What follows belongs to an exercise in optimizing a design on an open flow for small area, a short achievable clock period and few clock cycles per item; a production flow would make more cautious choices. In this exercise RTL edits were held to simulation tests only and were not proved equivalent to the original. No activity file was given, so power comes from the tool's default toggle rates.

==> delta: inputs <==
==> flow/design.v (excerpt) <==
module running_mean_deviation_reliability (
  input  logic               clk,
  input  logic               rst,
  input  logic               in_valid,
  output logic               in_ready,
  input  logic signed [31:0] sample,
  output logic               out_valid,
  input  logic               out_ready,
  output logic signed [31:0] mean,
  output logic        [31:0] abs_deviation,
  output logic        [22:0] reliability,
  output logic        [15:0] count,
  output logic               overflow
);
  localparam logic [22:0] HUNDRED = 23'd6553600;
  logic k_valid;
  logic adv;
  assign adv      = ~k_valid;
  assign in_ready = adv;
  logic        a_v;
  logic [31:0] a_s;
  logic        a_ovf;
  logic [47:0] bs_a;
  logic [47:0] bs_b;
  logic [47:0] bs_sum;
  logic        bs_co;
  logic        b_v;
  logic [47:0] b_sum;
  logic [15:0] b_cnt;
  logic [31:0] b_s;
  logic        b_ovf;
  logic [47:0] bm_a;
  logic [47:0] bm_b;
  logic [47:0] bm_sum;
  logic        bm_co;
  logic [47:0] b_mag;
  logic        mn_z0;
  logic [15:0] mn_n0;
  logic        mn_z1;
  logic [15:0] mn_n1;
  logic        mn_z2;
  logic [15:0] mn_n2;
  logic        mn_z3;
  logic [15:0] mn_n3;
  logic [3:0] mn_sh;
  logic [47:0] mx_in;
  logic [47:0] mx_l3;
  logic [47:0] mx_l2;
  logic [47:0] mx_l1;
  logic [47:0] mx_l0;
  logic [17:0] mi_ws;
  logic [31:0] mi_dq;
  logic [17:0] mi_wc;
  logic [3:0] mi_q_e;
  logic        mi_q_p;
  logic        mi_q_m;
  logic        m0_v;
  logic [17:0] m0_ws;
  logic [17:0] m0_wc;
  logic [31:0] m0_dq;
  logic        m0_qp;
  logic        m0_qm;
  logic [14:0] m0_d;
  logic [3:0] m0_sh;
  logic        m0_neg;
  logic [31:0] m0_s;
  logic        m0_ovf;
  logic [4:0] m1c_0x_ys;
  logic [4:0] m1c_0x_yc;
  logic [4:0] m1c_0x_oP;
  logic [3:0] m1c_0x_sP;
  logic [3:0] m1c_0x_cP;
  logic [3:0] m1c_0x_P_e;
  logic        m1c_0x_P_p;
  logic        m1c_0x_P_m;
  logic [4:0] m1c_0x_oZ;
  logic [3:0] m1c_0x_sZ;
  logic [3:0] m1c_0x_cZ;
  logic [3:0] m1c_0x_Z_e;
  logic        m1c_0x_Z_p;
  logic        m1c_0x_Z_m;
  logic [4:0] m1c_0x_oM;
  logic [3:0] m1c_0x_sM;
  logic [3:0] m1c_0x_cM;
  logic [3:0] m1c_0x_M_e;
  logic        m1c_0x_M_p;
  ...
==> flow/config.mk <==
export PLATFORM = sky130hd
export DESIGN_NAME = running_mean_deviation_reliability
export DESIGN_NICKNAME = running_mean_deviation_reliability
export VERILOG_FILES = /design/flow/design.v
export SDC_FILE = /design/flow/constraint.sdc
export NUM_CORES = 4
export LEC_CHECK = 0
export CAP_MARGIN = 20
export CORE_MARGIN = 2
export CORE_UTILIZATION = 62
export SETUP_SLACK_MARGIN = 3.0
export SLEW_MARGIN = 20
export TNS_END_PERCENT = 10
==> flow/constraint.sdc <==
create_clock -name core_clock -period 8.0 [get_ports {clk}]
set_input_delay 1.6000 -clock core_clock [delete_from_list [all_inputs] [get_ports {clk}]]
set_output_delay 1.6000 -clock core_clock [all_outputs]
set_load 0.01 [all_outputs]
run.sh (not shown) runs the stock make flow with config.mk's settings and CLKGATE_MAP_FILE= SYNTH_SCRIPT=/design/flow/synth_recipe.tcl, a recipe that flattens the netlist after the stock synthesis.
==> xenon: changes against delta <==
--- a/flow/config.mk
+++ b/flow/config.mk
@@ -8,6 +8,5 @@
 export CAP_MARGIN = 20
 export CORE_MARGIN = 2
-export CORE_UTILIZATION = 62
-export SETUP_SLACK_MARGIN = 3.0
+export CORE_UTILIZATION = 55
+export SETUP_SLACK_MARGIN = 3.3
 export SLEW_MARGIN = 20
-export TNS_END_PERCENT = 10
==> impl_summary.log <==
INFO  metric leakagePower = between 150 and 200 nW
INFO  metric critical_path.startpoint = d5_ws[13]
INFO  metric pg_clk = 33.5 mW
INFO  metric reg2reg_setup_slack = 2920 ps
INFO  metric instance_area_at_placement = 388000 um^2
INFO  metric sequentialPowerShare = 51.7%
INFO  metric timing.rr.start = d5_ws[13]
INFO  metric holdCritStartpoint = r7_new[24]
INFO  metric pre_cts_slack = 1730 ps
INFO  metric total_power = between 70 and 80 mW
INFO  metric pin_count_of_the_biggest_net_entering_global_routing = about 160
INFO  metric run_status = timing/DRC/antenna clean
INFO  metric clock_skew = 87.6 ps
INFO  metric arrival = 6030 ps
INFO  metric hold_path_end = r8_new[24]
INFO  metric detailed_place_hpwl = 625000 um
INFO  metric detail_route.wirelength.met1 = between 300000 and 400000 um
INFO  metric timing.critical_path.to = d6_qm
The numbers above come from xenon.

==> impl_summary.log <==
INFO  metric timing.rr.start = m1_d[14]
INFO  metric critical_path.startpoint = m1_d[14]
INFO  metric pin_count_of_the_biggest_net_entering_global_routing = ~160
INFO  metric hold_path_end = q7_new[2]
INFO  metric arrival = 5970 ps
INFO  metric total_power = roughly 76 mW
INFO  metric detail_route.wirelength.met1 = 326000 um
INFO  metric timing.critical_path.to = m2_qm
INFO  metric pg_clk = 33.6 mW
INFO  metric run_status = timing/DRC/antenna clean
INFO  metric reg2reg_setup_slack = 2920 ps
INFO  metric detailed_place_hpwl = 587000 um
The numbers above come from delta.

Testbench counts of delta, summed over its fixed seeds: cycles 2,816, items 2,400.
Testbench counts of xenon, summed over its fixed seeds: cycles 2,816, items 2,400.

separate check: timing with driven ports:
In the flow no input, the clock included, has a driving cell. The finished layouts below were timed again as built, in two steps.
Step 1, drivers: a clkbuf_16 drives clk and a buf_2 each remaining input, both assumed.
Step 2 moves the port delays by t, midway between the first and last clock arrival at a register: inputs arrive t later, outputs are due t later. That takes back most of the time a late clock gives input paths.
Three values: no drivers, after step 1, after step 2; two values: the first two.
run	shift t [ns]	setup slack, ns	slew at the worst register clock pin (ns)
delta	1.242	2.917 / 2.917 / 2.917	0.07 / 0.07
xenon	1.282	2.923 / 2.923 / 2.923	0.07 / 0.07
After both steps setup and hold are still met in every run listed.
